Background: an optimization exercise with open tools, aiming at small area, a short achievable clock period and few clock cycles. Do not read the settings as production practice. Function was not checked in any run shown here: the RTL went through the layout flow alone. Power is estimated from default activity; no workload was simulated.

[design/flow/constraint.sdc]
create_clock -name core_clock -period 7.5 [get_ports {clk_i}]
set_input_delay 1.5000 -clock core_clock [delete_from_list [all_inputs] [get_ports {clk_i}]]
set_output_delay 1.5000 -clock core_clock [all_outputs]
set_load 0.01 [all_outputs]
[design/flow/design.v]
package ngp_pkg;
  localparam logic [7:0] CHAR_SPACE = 8'h20;
  localparam logic [7:0] CHAR_NL    = 8'h0A;
  localparam logic [7:0] CHAR_POINT = 8'h2E;
  localparam logic [7:0] SEP_RESET  = 8'd44;
  localparam logic [29:0] LAT_MAX = 30'd900000000;
  localparam logic [30:0] LON_MAX = 31'd1800000000;
endpackage
import ngp_pkg::*;
module nmea_gga_position_parser (
  input  logic        clk_i,
  input  logic        rst_ni,
  input  logic        in_valid_i,
  output logic        in_stall_o,
  input  logic [7:0]  rx_byte_i,
  output logic        out_valid_o,
  input  logic        out_stall_i,
  output logic [29:0] lat_e7_o,
  output logic [30:0] lon_e7_o,
  output logic        lat_ok_o,
  output logic        lon_ok_o,
  input  logic        cfg_valid_i,
  output logic        cfg_ready_o,
  input  logic [7:0]  cfg_field_separator_i
);
  function automatic logic [5:0] qstep(input logic [1:0] r, input logic [3:0] t);
    case ({r, t})
      6'd0: qstep = {4'd0, 2'd0};
      6'd1: qstep = {4'd0, 2'd2};
      6'd2: qstep = {4'd1, 2'd1};
      6'd3: qstep = {4'd2, 2'd0};
      6'd4: qstep = {4'd2, 2'd2};
      6'd5: qstep = {4'd3, 2'd1};
      6'd6: qstep = {4'd4, 2'd0};
      6'd7: qstep = {4'd4, 2'd2};
      6'd8: qstep = {4'd5, 2'd1};
      6'd9: qstep = {4'd6, 2'd0};
      6'd16: qstep = {4'd3, 2'd1};
      6'd17: qstep = {4'd4, 2'd0};
      6'd18: qstep = {4'd4, 2'd2};
      6'd19: qstep = {4'd5, 2'd1};
      6'd20: qstep = {4'd6, 2'd0};
      6'd21: qstep = {4'd6, 2'd2};
      6'd22: qstep = {4'd7, 2'd1};
      6'd23: qstep = {4'd8, 2'd0};
      6'd24: qstep = {4'd8, 2'd2};
      6'd25: qstep = {4'd9, 2'd1};
      6'd32: qstep = {4'd6, 2'd2};
      6'd33: qstep = {4'd7, 2'd1};
      6'd34: qstep = {4'd8, 2'd0};
      6'd35: qstep = {4'd8, 2'd2};
      6'd36: qstep = {4'd9, 2'd1};
      6'd37: qstep = {4'd10, 2'd0};
      6'd38: qstep = {4'd10, 2'd2};
      6'd39: qstep = {4'd11, 2'd1};
      6'd40: qstep = {4'd12, 2'd0};
      6'd41: qstep = {4'd12, 2'd2};
      default: qstep = 6'd0;
    endcase
  endfunction
  function automatic logic [7:0] hdr_char(input logic [2:0] pos);
    case (pos)
      3'd1:    hdr_char = 8'h47;   
      3'd2:    hdr_char = 8'h50;   
      3'd3:    hdr_char = 8'h47;   
      3'd4:    hdr_char = 8'h47;   
      3'd5:    hdr_char = 8'h41;   
      default: hdr_char = 8'h00;
    endcase
  endfunction
  logic [7:0]  sep_q;
  logic        stall_q, stall_d;
  logic        vld_q;
  logic [7:0]  byte_q;
  logic [2:0]  pos_q, pos_d;      
  logic        hdr_q, hdr_d;
  logic [2:0]  fld_q, fld_d;      
  logic        pt_q, pt_d;
  logic        dig_q, dig_d;
  logic        bad_q, bad_d;
  logic [3:0]  t_q, t_d;
  logic [3:0]  u_q, u_d;
  logic [2:0]  n_q, n_d;          
  logic [1:0]  r_q, r_d;
  logic        big_q, big_d;
  logic [4:0]  eq_q, eq_d;        
  logic        pad_q, pad_d;
  logic        ptgt_q, ptgt_d;
  logic [29:0] lat_q, lat_d;
  logic [30:0] lon_q, lon_d;
  logic        latok_q, latok_d;
  logic        lonok_q, lonok_d;
  logic        emit_q, emit_d;
  logic        ov_q, ov_d;
  assign cfg_ready_o = 1'b1;
  always_ff @(posedge clk_i or negedge rst_ni) begin
    if (!rst_ni) begin
      sep_q <= SEP_RESET;
    end else if (cfg_valid_i) begin
      sep_q <= cfg_field_separator_i;
    end
  end
  always_ff @(posedge clk_i or negedge rst_ni) begin
    if (!rst_ni) begin
      vld_q <= 1'b0;
    end else begin
      vld_q <= in_valid_i && !stall_q;
    end
  end
  always_ff @(posedge clk_i) begin
    byte_q <= rx_byte_i;
  end
  logic       ch, is_nl, is_sep, is_pt, is_dig;
  logic [3:0] dgt;
  assign ch     = vld_q && (byte_q != CHAR_SPACE);
  assign is_nl  = byte_q == CHAR_NL;
  assign is_sep = byte_q == sep_q;
  assign is_pt  = byte_q == CHAR_POINT;
  assign is_dig = (byte_q[7:4] == 4'h3) && (byte_q[3:0] <= 4'd9);
  assign dgt    = byte_q[3:0];
  logic body, tfld, ftgt;
  logic ev_nl, ev_c, ev_sep, ev_fc, ev_close, ev_clr;
  logic ok_close, match, emit_now;
  assign body  = pos_q == 3'd7;
  assign tfld  = (fld_q == 3'd1) || (fld_q == 3'd3);
  assign ftgt  = fld_q[1];
  assign ev_nl    = ch && is_nl;
  assign ev_c     = ch && !is_nl;
  assign ev_sep   = ev_c && body && is_sep;
  assign ev_fc    = ev_c && body && !is_sep && tfld;
  assign ev_close = ((ev_c && is_sep) || ev_nl) && body && tfld;
  assign ev_clr   = ev_c && (pos_q == 3'd2);
  assign ok_close = dig_q && pt_q && !bad_q;
  assign match    = hdr_q && (pos_q >= 3'd6);
  assign emit_now = ev_nl && match;
  logic        qmode;
  logic [30:0] vsel;
  logic [5:0]  qs;
  logic [4:0]  e;
  logic [30:0] hsum;
  logic        int_dig, frac_dig, pt_step, big_det, close_step, hwr;
  assign vsel = lon_q;
  assign qmode = pt_q || pad_q || !byte_q[4];
  assign qs    = qstep(r_q, t_q);
  assign e     = qmode ? eq_q : {1'b0, t_q};
  logic [30:0] ca, cb, cc, cs, ck;
  assign ca = {vsel[27:0], 3'b000};
  assign cb = {vsel[29:0], 1'b0};
  assign cc = 31'(e);
  assign cs = ca ^ cb ^ cc;
  assign ck = (ca & cb) | (ca & cc) | (cb & cc);
  assign hsum = cs + {ck[29:0], 1'b0};
  assign int_dig    = ev_fc && is_dig && !pt_q && !big_q;
  assign frac_dig   = ev_fc && is_dig && pt_q && !big_q && (n_q <= 3'd5);
  assign pt_step    = ev_fc && is_pt && !pt_q && !big_q;
  assign big_det    = (int_dig && (ftgt ? (vsel[7:0] >= 8'd18) : (vsel[7:0] >= 8'd9))) ||
                      (pt_step && (t_q >= 4'd6) && (ftgt ? (vsel[7:0] == 8'd179) : (vsel[7:0] == 8'd89)));
  assign close_step = ev_close && ok_close && !big_q;
  assign hwr        = ((int_dig || pt_step) && !big_det) || frac_dig || close_step || pad_q;
  logic lat_last;
  assign lat_last   = (n_q == 3'd6) && ((close_step && !ftgt) || (pad_q && !ptgt_q));
  logic go;
  logic [5:0] qs_d;
  assign qs_d = qstep(r_d, t_d);
  assign eq_d = 5'(t_d) + 5'(qs_d[5:2]);
  always_comb begin
    pos_d   = pos_q;
    hdr_d   = hdr_q;
    fld_d   = fld_q;
    pt_d    = pt_q;
    dig_d   = dig_q;
    bad_d   = bad_q;
    t_d     = t_q;
    u_d     = u_q;
    n_d     = n_q;
    r_d     = r_q;
    big_d   = big_q;
    pad_d   = pad_q;
    ptgt_d  = ptgt_q;
    lat_d   = lat_q;
    lon_d   = lon_q;
    latok_d = latok_q;
    lonok_d = lonok_q;
    if (pad_q) begin
      n_d = n_q + 3'd1;
      r_d = qs[1:0];
      if (n_q == 3'd6) begin
        pad_d = 1'b0;
        n_d   = '0;
        r_d   = '0;
      end
    end
    if (ev_nl) begin
      pos_d = '0;
      hdr_d = 1'b1;
      fld_d = '0;
    end
    if (ev_c) begin
      if (pos_q != 3'd7) pos_d = pos_q + 3'd1;
      if ((pos_q >= 3'd1) && (pos_q <= 3'd5) && (byte_q != hdr_char(pos_q))) hdr_d = 1'b0;
    end
    if (ev_fc) begin
      if (is_pt) begin
        bad_d = bad_q || pt_q;
        pt_d  = 1'b1;
        if (big_det) big_d = 1'b1;
        if (pt_step) begin
          n_d = 3'd1;
          r_d = qs[1:0];
          t_d = u_q;
        end
      end else if (is_dig) begin
        dig_d = 1'b1;
        if (!pt_q) begin
          t_d = u_q;
          u_d = dgt;
          if (big_det) big_d = 1'b1;
        end else if (frac_dig) begin
          n_d = n_q + 3'd1;
          r_d = qs[1:0];
          t_d = dgt;
        end
      end else begin
        bad_d = 1'b1;
      end
    end
    if (ev_close) begin
      if (close_step) begin
        n_d    = n_q + 3'd1;
        r_d    = qs[1:0];
        t_d    = '0;
        pad_d  = n_q != 3'd6;
        ptgt_d = ftgt;
        if (n_q == 3'd6) begin
          n_d = '0;
          r_d = '0;
        end
      end else begin
        n_d   = '0;
        r_d   = '0;
        big_d = 1'b0;
      end
      if (ftgt) lonok_d = ok_close;
      else      latok_d = ok_close;
    end
    if (ev_sep) begin
      if (fld_q != 3'd4) fld_d = fld_q + 3'd1;
      pt_d  = 1'b0;
      dig_d = 1'b0;
      bad_d = 1'b0;
      t_d   = '0;
      u_d   = '0;
    end
    if (hwr) lon_d = hsum;
    if (ev_close && !close_step) begin
      if (ftgt) begin
        lon_d = ok_close ? LON_MAX : 31'd0;
      end else begin
        lat_d = ok_close ? LAT_MAX : 30'd0;
        lon_d = '0;
      end
    end
    if (lat_last) begin
      lat_d = hsum[29:0];
      lon_d = '0;
    end
    if (ev_clr) begin
      lat_d   = '0;
      lon_d   = '0;
      latok_d = 1'b0;
      lonok_d = 1'b0;
      pad_d   = 1'b0;
      n_d     = '0;
      r_d     = '0;
      big_d   = 1'b0;
    end
  end
  assign go     = (emit_now || emit_q) && !pad_q && !(close_step && (n_q != 3'd6));
  assign ov_d   = (ov_q && out_stall_i) || go;
  assign emit_d = (emit_now || emit_q) && !go;
  assign stall_d = ((ov_d || emit_d) && (pos_d != 3'd0)) ||
                   (pad_d && (n_d <= 3'd5) && ((fld_d == 3'd2) || (fld_d == 3'd3)));
  always_ff @(posedge clk_i or negedge rst_ni) begin
    if (!rst_ni) begin
      stall_q <= 1'b0;
      pos_q   <= '0;
      hdr_q   <= 1'b1;
      fld_q   <= '0;
      pad_q   <= 1'b0;
      emit_q  <= 1'b0;
      ov_q    <= 1'b0;
    end else begin
      stall_q <= stall_d;
      pos_q   <= pos_d;
      hdr_q   <= hdr_d;
      fld_q   <= fld_d;
      pad_q   <= pad_d;
      emit_q  <= emit_d;
      ov_q    <= ov_d;
    end
  end
  always_ff @(posedge clk_i) begin
    pt_q    <= pt_d;
    dig_q   <= dig_d;
    bad_q   <= bad_d;
    t_q     <= t_d;
    u_q     <= u_d;
    n_q     <= n_d;
    r_q     <= r_d;
    big_q   <= big_d;
    eq_q    <= eq_d;
    ptgt_q  <= ptgt_d;
    lat_q   <= lat_d;
    lon_q   <= lon_d;
    latok_q <= latok_d;
    lonok_q <= lonok_d;
  end
  assign in_stall_o  = stall_q;
  assign out_valid_o = ov_q;
  assign lat_e7_o    = lat_q;
  assign lon_e7_o    = lon_q;
  assign lat_ok_o    = latok_q;
  assign lon_ok_o    = lonok_q;
endmodule
[design/flow/standard.sh]
#!/bin/bash
# synth_recipe.tcl (not shown) runs the flow's synth.tcl, then flattens the netlist and writes it again
# the make line also repeats each setting of config.mk as NAME=value (left out here)
make -C /OpenROAD-flow-scripts/flow DESIGN_CONFIG=/design/flow/config.mk WORK_HOME=/design/flow/orfs CLKGATE_MAP_FILE= SYNTH_SCRIPT=/design/flow/synth_recipe.tcl "${@:-finish}"
[design/flow/flow/run.sh]
#!/bin/bash
# Standard layout, but the port buffers are buf_2 cells instead of the
# default pick, which is a slow delay buffer.
set -euo pipefail
export BUFFER_PORTS_ARGS="-buffer_cell sky130_fd_sc_hd__buf_2"
bash standard.sh > standard.log 2>&1
[design/flow/config.mk]
export PLATFORM = sky130hd
export DESIGN_NAME = nmea_gga_position_parser
export DESIGN_NICKNAME = nmea_gga_position_parser
export VERILOG_FILES = /design/flow/design.v
export SDC_FILE = /design/flow/constraint.sdc
export NUM_CORES = 4
export LEC_CHECK = 0
export CAP_MARGIN = 20
export CORE_MARGIN = 2
export CORE_UTILIZATION = 55
export SETUP_SLACK_MARGIN = 3.5
export SLEW_MARGIN = 20
==> results by group, run 1 <==
Status
  • Status: finished clean

Routing
  • Final WL: 22400 um
  • Iter 0 DRT Violations: 626
  • Routed Antenna Nets: 0
  • Via/cell ratio: 6.22
  • Drt first pass iters: 5
  • DRC: 0
  • Via count: 7234
  • Wire per inst: 19.3 um

Setup path
  • Crit-path cells: or3b_4 -> o31ai_4 -> or2_2 -> o21ai_1 -> a21oi_4 -> a21boi_4 -> ha_4 -> nand3b_1 -> o41ai_2 -> or3_1 -> a31o_1 -> ha_1 -> fa_2 -> a21o_1 -> a21o_1
  • Worst setup path category: reg2reg
  • Critical path data required time: 7810 ps
  • Worst Path Max Fanout: 5
  • Slowest CP cell: dfxtp_1
  • Worst reg-to-reg path cell count: 15
  • CP peak stage delay: 460 ps
  • Critical R2R Launch: byte_q[5]
  • End of the worst register-to-register path: eq_q[4]
  • Setup crit start kind: flop
  • WP buf/inv: 0
  • CP top delay family: compound AO/OA/AOI/OAI gates
  • Most used cell, CP: a21o_1
  • Crit path DAT: 4310 ps
  • Setup crit end kind: flop
  • R2r setup slk: 3500 ps

Finish
  • Post-route cell area: 0.00916 sq mm
  • Antenna diode count: 0
  • Non-filler cells, final: 1163
  • P&R area growth vs syn: 22.2%
  • Commonest non-fill, non-tap cell in the layout: dfxtp_1
  • Commonest cells after routing, fill and taps aside: dfxtp_1, nor2_1, buf_2
  • Ratio of cells with drive above 1 in the final layout: 25.3%
  • Fill count: 1092
  • Total Nets Final: 1073

Power and ir drop
  • Combinational power share: 12.8%
  • Clk pwr share: 48.9%
  • Pwr dens: 194 mW/mm^2
  • Lkg Pwr: 0.00423 uW
  • Int Pwr: 1290 uW
  • Net Sw Power: 487 uW
  • Switching share of power: 27.4%
  • Worst VDD drop: 0.152 mV
  • Reg power frac: 38.4%

Floorplanning
  • Die area: 0.0146 sq mm
  • FP Rows: 42
  • IO Pins: 87
  • Die width: 121 um
  • Die H: 121 um
  • Core region area: 0.0133 sq mm
  • Starting Density: 56.4%

Timing
  • Min Hold Slack: 432 ps
  • F_max: 0.250 GHz
  • Setup TNS: 0 ps
  • Final Cycle Share: 53.3%
  • Minimum clock period: 4000 ps
  • Final setup vio count: 0
  • Worst Tran Pin Value: 937 ps
  • Max-slew violation count: 0
  • Post-Route Skew: 9.05 ps
  • Hold Fails Final Rpt: 0
  • RSZ-0062 raised after global routing: yes
  • Max transition margin: 37.1%

Clock tree
  • CTS Hold Bufs: 0
  • Clk root buf: clkbuf_16
  • CTS tree: built
  • # H-tree levels: 4
  • Worst skew pair latency: 420 ps
  • CTS Buf Count: 17
  • CTS clk-pin slew, worst paths: 60 ps
  • Sink Count: 116
  • Worst-case clock buffer depth: 2

Placement
  • DP Wirelength: 15000 um
  • Placer Congestion: 0.969
  • Placed insts: 1095
  • Placed cell areas: 0.00804 sq mm
  • # port buffers: 85

Synth
  • Ys async rst share: 17.2%
  • Area contributors post-synth: dfxtp_1, ha_1, dfrtp_1, a21oi_1, nor2_1
  • Mapped cell area: 0.00750 sq mm
  • Synth top area share: 25.4%
  • Syn Nets: 969
  • Sequential share of the synthesized area: 32.5%
  • Mapped Cells: 870
  • Most used DFF post-synth: dfxtp_1
  • EDFF count, synth: 1
  • Yosys reg bits: 116
  • Avg Synthesized Cell Area: 8.62 sq um
  • Largest area contributor in the netlist: dfxtp_1
  • YS warnings: 1
  • Netlist cell types: 88

Global routing
  • Initial antenna violation count: 0
  • First-pass GRT wire length: 34400 um
  • GR Overflow Total: 0
  • Largest net degree at the start of global routing: 50
  • Vias in the first global route: 6715
  • Total track usage: 30.0%

Flow run
  • Max-Cap Viols: 0

Min path
  • Worst hold path endpoint: vld_q
  • Hold WC Path Type: reg2reg
  • WHS Path Cells: 1
  • Min-delay src: stall_q
[power by group through the flow]
stage                     clock (uW)  combinational (uW)  sequential [uW]
after floorplan                    0                 157              678
after global placement             0                 199              689
after detailed placement           0                 207              691
after CTS                        877                 214              678
after global routing             908                 247              684
final                            868                 227              681
[worst register-to-register path, delay by kind of cell, from the launching register on]
family | cells | cell delay (ps)
AO/OA/AOI/OAI | 8 | 1520
AND/OR/NAND/NOR | 4 | 1150
adder cells (fa/ha/maj) | 3 | 760
flip-flops | 1 | 460
[cells by family (layout without fill, tap and decap cells)]
| family | count (synthesis) | after routing | synth area share, % |
|---|---|---|---|
| compound gates | 263 | 264 | 24.0 |
| xor+xnor | 29 | 29 | 3.39 |
| fa+ha+maj | 78 | 78 | 13.4 |
| buf+inv | 69 | 185 | 3.91 |
| flops | 116 | 116 | 32.5 |
| mux | 27 | 27 | 3.87 |
| other cells | 1 | 1 | 0.0500 |
| simple gates | 287 | 287 | 18.8 |
[state kept, by name, indices dropped and copies added, names as in the netlist, 2 cells and up]
register,count
r_q,2
fld_q,3
pos_q,3
t_q,4
lon_q,31
byte_q,8
sep_q,8
u_q,4
eq_q,5
n_q,3
lat_q,30
[final cells by class]
class	count	area [sq um]	share of cell area (%)
Sequential cell	116	2450	26.8
Inverter	29	120	1.31
Timing Repair Buffer	124	731	7.98
Clock inverter	15	205	2.24
Clock buffer	17	425	4.64
Multi-Input combinational cell	686	5010	54.7
Tap cell	176	220	2.40
[how the worst max path moves through the flow]
stage / start / to / depth (start not counted) / slack [ps]
2_1_floorplan: pad_q / lat_q[21] / 14 / 3490
3_3_place_gp: fld_q[1] / eq_q[4] / 15 / 3240
3_5_place_dp: byte_q[4] / lat_q[21] / 13 / 3080
4_1_cts: byte_q[3] / eq_q[4] / 15 / 3480
5_1_grt: byte_q[5] / eq_q[4] / 15 / 3370
6_report: byte_q[5] / eq_q[4] / 15 / 3500
[layer usage]
| layer | wire length [um] | track usage, % |
|---|---|---|
| met1 | 9140 | 35.1 |
| met2 | 11300 | 54.6 |
| met3 | 1280 | 5.66 |
| met4 | 721 | 10.5 |
| met5 | 0 | 0 |
[through the flow]
step                      worst slack [ps]  power [uW]  utilization [%]
final                                 3500        1780             68.9
after global routing                  3370        1840             68.9
after CTS                             3480        1770             66.5
after detailed placement              3080         898             60.5
after global placement                3240         889             60.4
after floorplan                       3490         836                -
[Yosys cell counts, drive strengths merged (7+ instances only)]
| cell type | n |
|---|---|
| a211oi | 10 |
| a21o | 14 |
| a21oi | 73 |
| a22oi | 21 |
| a31oi | 14 |
| and2 | 7 |
| and3 | 7 |
| buf | 23 |
| clkbuf | 17 |
| dfrtp | 16 |
| dfxtp | 95 |
| ha | 74 |
| inv | 29 |
| mux2 | 16 |
| mux2i | 11 |
| nand2 | 62 |
| nand3 | 21 |
| nand4 | 15 |
| nor2 | 91 |
| nor2b | 13 |
| nor3 | 24 |
| nor4 | 11 |
| o211ai | 7 |
| o21a | 9 |
| o21ai | 46 |
| or2 | 7 |
| or3 | 11 |
| xnor2 | 20 |
| xor2 | 9 |
[timing repair]
item / 4_1_cts / 5_1_grt
cloned: 1 / 0
endpoints found under the hold margin: 0 / 0
resized for setup: 27 / 29
buffers inserted: 8 / 27
pin swaps: 7 / 13
endpoints found under the setup margin: 28 / 29
==> run 2: changes to the inputs <==
--- a/design/flow/design.v
+++ b/design/flow/design.v
@@ -83,7 +83,8 @@
   logic [2:0]  n_q, n_d;          
   logic [1:0]  r_q, r_d;
   logic        big_q, big_d;
-  logic [4:0]  eq_q, eq_d;        
+  logic [4:0]  eq_q, eq_d;
+  logic [4:0]  ea_q, ea_d;        
   logic        pad_q, pad_d;
   logic        ptgt_q, ptgt_d;
   logic [29:0] lat_q, lat_d;
@@ -142,7 +143,7 @@
   assign vsel = lon_q;
   assign qmode = pt_q || pad_q || !byte_q[4];
   assign qs    = qstep(r_q, t_q);
-  assign e     = qmode ? eq_q : {1'b0, t_q};
+  assign e     = !byte_q[4] ? eq_q : ea_q;
   logic [30:0] ca, cb, cc, cs, ck;
   assign ca = {vsel[27:0], 3'b000};
   assign cb = {vsel[29:0], 1'b0};
@@ -163,6 +164,7 @@
   logic [5:0] qs_d;
   assign qs_d = qstep(r_d, t_d);
   assign eq_d = 5'(t_d) + 5'(qs_d[5:2]);
+  assign ea_d = (pt_d || pad_d) ? eq_d : {1'b0, t_d};
   always_comb begin
     pos_d   = pos_q;
     hdr_d   = hdr_q;
@@ -309,6 +311,7 @@
     r_q     <= r_d;
     big_q   <= big_d;
     eq_q    <= eq_d;
+    ea_q    <= ea_d;
     ptgt_q  <= ptgt_d;
     lat_q   <= lat_d;
     lon_q   <= lon_d;
--- a/design/flow/config.mk
+++ b/design/flow/config.mk
@@ -7,6 +7,6 @@
 export LEC_CHECK = 0
 export CAP_MARGIN = 20
 export CORE_MARGIN = 2
-export CORE_UTILIZATION = 55
-export SETUP_SLACK_MARGIN = 3.5
+export CORE_UTILIZATION = 40
+export SETUP_SLACK_MARGIN = 3
 export SLEW_MARGIN = 20
==> run 2 against run 1 <==
Effect of this change:
- worst setup slack worse by 340 ps
- sequential share of layout area is 1.7 points higher
- hold slack better by 7.1 ps
- critical path depth is 3 higher
- total power is 0.16% lower
- largest power group unchanged
- highest routed layer unchanged
- sequential power is 2% higher
==> results by group, run 2 <==
Status
  • Status: finished clean (unchanged)

Finish
  • Top reg by flops: lon_q (unchanged)
  • Ratio of cells with drive above 1 in the final layout: 20.3% (was 25.3%)
  • Max reg flops: 31 (unchanged)
  • Fill count: 1789 (was 1092)
  • Non-filler cells, final: 1183 (was 1163)
  • Commonest non-fill, non-tap cell in the layout: dfxtp_1 (unchanged)
  • Antenna diode count: 0 (unchanged)
  • Multi-input logic area: 0.00483 sq mm (was 0.00501 sq mm)
  • Commonest cells after routing, fill and taps aside: dfxtp_1, nor2_1, buf_2 (unchanged)
  • Total Nets Final: 1039 (was 1073)
  • P&R area growth vs syn: 17.3% (was 22.2%)
  • Top flop regs: lon_q: 31 flops, lat_q: 30 flops (unchanged)
  • Register area: 0.00255 sq mm (was 0.00245 sq mm)

Flow run
  • Max-Cap Viols: 0 (unchanged)

Routing
  • DRC: 0 (unchanged)
  • Wire per inst: 17.4 um (was 19.3 um)
  • Routed Antenna Nets: 0 (unchanged)
  • Drt first pass iters: 5 (unchanged)
  • Highest routed layer: met4 (unchanged)
  • M1 wire length: 9930 um (was 9140 um)
  • WL met2: 9510 um (was 11300 um)
  • Iter 0 DRT Violations: 440 (was 626)
  • Via/cell ratio: 5.69 (was 6.22)
  • Final WL: 20600 um (was 22400 um)
  • Via count: 6737 (was 7234)
  • Met3 WL post-DR: 892 um (was 1280 um)

Setup path
  • R2r setup slk: 3160 ps (was 3500 ps)
  • Setup crit start kind: flop (unchanged)
  • Slowest CP cell: dfxtp_1 (unchanged)
  • CP peak stage delay: 540 ps (was 460 ps)
  • Worst setup path category: reg2reg (unchanged)
  • Critical path data required time: 7820 ps (was 7810 ps)
  • Crit-path cells: xnor2_1 -> nand4_1 -> or2_1 -> a21oi_1 -> nor2_1 -> a211oi_2 -> inv_1 -> ha_1 -> inv_1 -> mux2_2 -> and2_1 -> a21oi_2 -> a211oi_2 -> ha_1 -> fa_1 -> a21o_1 -> a21o_1 -> o21a_1 (was or3b_4 -> o31ai_4 -> or2_2 -> o21ai_1 -> a21oi_4 -> a21boi_4 -> ha_4 -> nand3b_1 -> o41ai_2 -> or3_1 -> a31o_1 -> ha_1 -> fa_2 -> a21o_1 -> a21o_1)
  • End of the worst register-to-register path: ea_q[4] (was eq_q[4])
  • Crit path DAT: 4660 ps (was 4310 ps)
  • Critical R2R Launch: byte_q[1] (was byte_q[5])
  • Worst reg-to-reg path cell count: 18 (was 15)
  • Setup crit end kind: flop (unchanged)
  • Worst Path Max Fanout: 11 (was 5)

Floorplanning
  • FP Rows: 50 (was 42)
  • Die H: 142 um (was 121 um)
  • IO Pins: 87 (unchanged)
  • Die area: 0.0202 sq mm (was 0.0146 sq mm)
  • Core region area: 0.0187 sq mm (was 0.0133 sq mm)
  • Starting Density: 40.8% (was 56.4%)
  • Die width: 142 um (was 121 um)

Power and ir drop
  • Int Pwr: 1330 uW (was 1290 uW)
  • Clk pwr share: 51.6% (was 48.9%)
  • Net Sw Power: 439 uW (was 487 uW)
  • Combinational power share: 9.4% (was 12.8%)
  • Pwr dens: 198 mW/mm^2 (was 194 mW/mm^2)
  • Worst VDD drop: 0.131 mV (was 0.152 mV)
  • Reg power frac: 39.1% (was 38.4%)
  • Lkg Pwr: 0.00415 uW (was 0.00423 uW)
  • Switching share of power: 24.8% (was 27.4%)

Timing
  • Post-Route Skew: 7.92 ps (was 9.05 ps)
  • Max-slew violation count: 0 (unchanged)
  • Hold Fails Final Rpt: 0 (unchanged)
  • RSZ-0062 raised after global routing: yes (unchanged)
  • Minimum clock period: 4340 ps (was 4000 ps)
  • Final setup vio count: 0 (unchanged)
  • Worst Tran Pin Value: 1060 ps (was 937 ps)
  • F_max: 0.231 GHz (was 0.250 GHz)
  • Setup TNS: 0 ps (unchanged)
  • Max transition margin: 29.3% (was 37.1%)
  • Final Cycle Share: 57.8% (was 53.3%)
  • Setup ws final: 3160 ps (was 3500 ps)

Global routing
  • Largest net degree at the start of global routing: 39 (was 50)
  • Vias in the first global route: 6515 (was 6715)
  • Total track usage: 21.0% (was 30.0%)
  • Initial antenna violation count: 0 (unchanged)
  • First-pass GRT wire length: 33600 um (was 34400 um)
  • GR Overflow Total: 0 (unchanged)

Clock tree
  • # H-tree levels: 4 (unchanged)
  • Worst skew pair latency: 420 ps (about the same)
  • Clk root buf: clkbuf_16 (unchanged)
  • CTS Buf Count: 17 (unchanged)
  • CTS clk-pin slew, worst paths: 60 ps (about the same)
  • CTS tree: built (unchanged)
  • Worst-case clock buffer depth: 2 (unchanged)
  • Sink Count: 121 (was 116)

Synth
  • Yosys reg bits: 121 (was 116)
  • Sequential share of the synthesized area: 33.2% (was 32.5%)
  • Avg Synthesized Cell Area: 8.84 sq um (was 8.62 sq um)
  • Syn Nets: 967 (was 969)
  • Most frequent cell after synthesis: dfxtp_1 (unchanged)
  • Top cell types by occurrence after synthesis: dfxtp_1, nor2_1, ha_1, a21oi_1, nand2_1 (unchanged)
  • Ys async rst share: 16.5% (was 17.2%)
  • YS warnings: 1 (unchanged)
  • Most used DFF post-synth: dfxtp_1 (unchanged)
  • Largest area contributor in the netlist: dfxtp_1 (unchanged)
  • Synth top area share: 26.2% (was 25.4%)
  • Area contributors post-synth: dfxtp_1, ha_1, dfrtp_1, nor2_1, a21oi_1 (was dfxtp_1, ha_1, dfrtp_1, a21oi_1, nor2_1)
  • Mapped Cells: 864 (was 870)
  • Mapped cell area: 0.00764 sq mm (was 0.00750 sq mm)
  • Netlist cell types: 83 (was 88)
  • EDFF count, synth: 1 (unchanged)

Min path
  • Hold WC Path Type: reg2reg (unchanged)
  • Worst hold path endpoint: vld_q (unchanged)
  • Min-delay src: stall_q (unchanged)
  • WHS Path Cells: 1 (unchanged)

Placement
  • Placer Congestion: 0.892 (was 0.969)
  • Pre-CTS worst setup slack: 2230 ps (was 3080 ps)
  • Placed insts: 1145 (was 1095)
  • # port buffers: 85 (unchanged)
  • DP Wirelength: 14800 um (was 15000 um)
-- run 2: cell count changes after synthesis, sizes merged, moves of 7 or more --
| cell | previous run | this run |
|---|---|---|
| o21ai | 46 | 30 |
| nand3 | 21 | 33 |
| a21oi | 73 | 64 |
| a22oi | 21 | 29 |
| xnor2 | 20 | 28 |
| a221oi | 5 | 12 |
| nand4 | 15 | 8 |
-- run 2: logic make-up (layout without fill, tap and decap cells) --
logic type / after synthesis / in the layout / synth area share, %
buf+inv: 74 / 159 / 4.47
fa+ha+maj: 82 / 82 / 13.8
compound gates: 242 / 242 / 21.8
flops: 121 / 121 / 33.2
simple gates: 274 / 274 / 17.8
mux: 32 / 32 / 4.51
other cells: 1 / 1 / 0.0491
xor+xnor: 38 / 38 / 4.36
-- run 2: area by class of cell --
cell class                      instances  area share [%]
Clock buffer                           22            5.55
Clock inverter                         10            1.80
Inverter                               31            1.33
Multi-Input combinational cell        669            53.9
Sequential cell                       121            28.4
Tap cell                              234            3.27
Timing Repair Buffer                   96            5.67
-- run 2: layer usage --
layer | global-route usage, % | vias up
met2 | 34.0 | 153
met5 | 0 | -
li1 | - | 3328
met4 | 6.68 | 0
met3 | 3.94 | 20
met1 | 28.4 | 3236
-- run 2: power by group through the flow --
stage	combinational (uW)	clock [uW]	sequential, uW
after CTS	161	926	691
final	166	914	692
after floorplan	122	0	694
after global placement	160	0	704
after global routing	190	956	697
after detailed placement	160	0	705
-- run 2: what timing repair did --
item / 4_1_cts / 5_1_grt
resized for setup: 9 / 17
endpoints found under the setup margin: 9 / 10
gates cloned: 0 / 0
setup buffers: 1 / 5
pin swaps: 1 / 3
hold buffers: 0 / 0
-- run 2: stage by stage --
step	area, sq um	hold WS, ps	utilization, %	total power [uW]
final	8950	439	47.9	1770
after global routing	8950	479	47.9	1840
after CTS	8870	461	47.4	1780
after detailed placement	8180	447	43.7	864
after global placement	8180	451	43.7	863
after floorplan	7640	434	-	816
-- run 2: how the worst max path moves through the flow --
stage,slack (ps),endpoint,startpoint,cells past startpoint
after floorplan,3010,ea_q[4],byte_q[2],20
after global placement,2390,ea_q[4],byte_q[4],18
after detailed placement,2230,ea_q[4],byte_q[4],18
after CTS,3020,ea_q[4],fld_q[1],20
after global routing,2950,ea_q[4],byte_q[1],18
final,3160,ea_q[4],byte_q[1],18
-- run 2: critical path, delay by kind of cell (launching register included) --
| family | cells | cell delay [ps] |
|---|---|---|
| flip-flops | 1 | 540 |
| AO/OA/AOI/OAI | 7 | 1270 |
| multiplexers | 1 | 260 |
| XOR/XNOR | 1 | 160 |
| AND/OR/NAND/NOR | 4 | 900 |
| buffers and inverters | 2 | 180 |
| adder cells (fa/ha/maj) | 3 | 910 |

[afterwards: timing with drivers on the ports]
In the flow no input, the clock included, has a driving cell. The finished layouts below were timed again as built, in two steps. Step 1 (the two cells are an assumption about what drives the block):
set clk [get_ports {clk_i}]
set_driving_cell -lib_cell sky130_fd_sc_hd__clkbuf_16 $clk
set_driving_cell -lib_cell sky130_fd_sc_hd__buf_2 [delete_from_list [all_inputs] $clk]
Step 2, shift: input delay + t, output delay - t, t = (earliest + latest rising clock arrival at the registers) / 2. This alone moves slack from input paths to output paths. Slacks: ideal ports / drivers / drivers and shift; pairs: ideal ports / drivers.
| run | t, ns | slack for setup (ns) | worst hold slack (ns) |
|---|---|---|---|
| run 1 | 0.462 | 3.501 / 3.501 / 3.501 | 0.432 / 0.432 / 0.432 |
| run 2 | 0.466 | 3.162 / 3.162 / 3.162 | 0.439 / 0.439 / 0.439 |
After both steps every run listed still meets setup and hold.
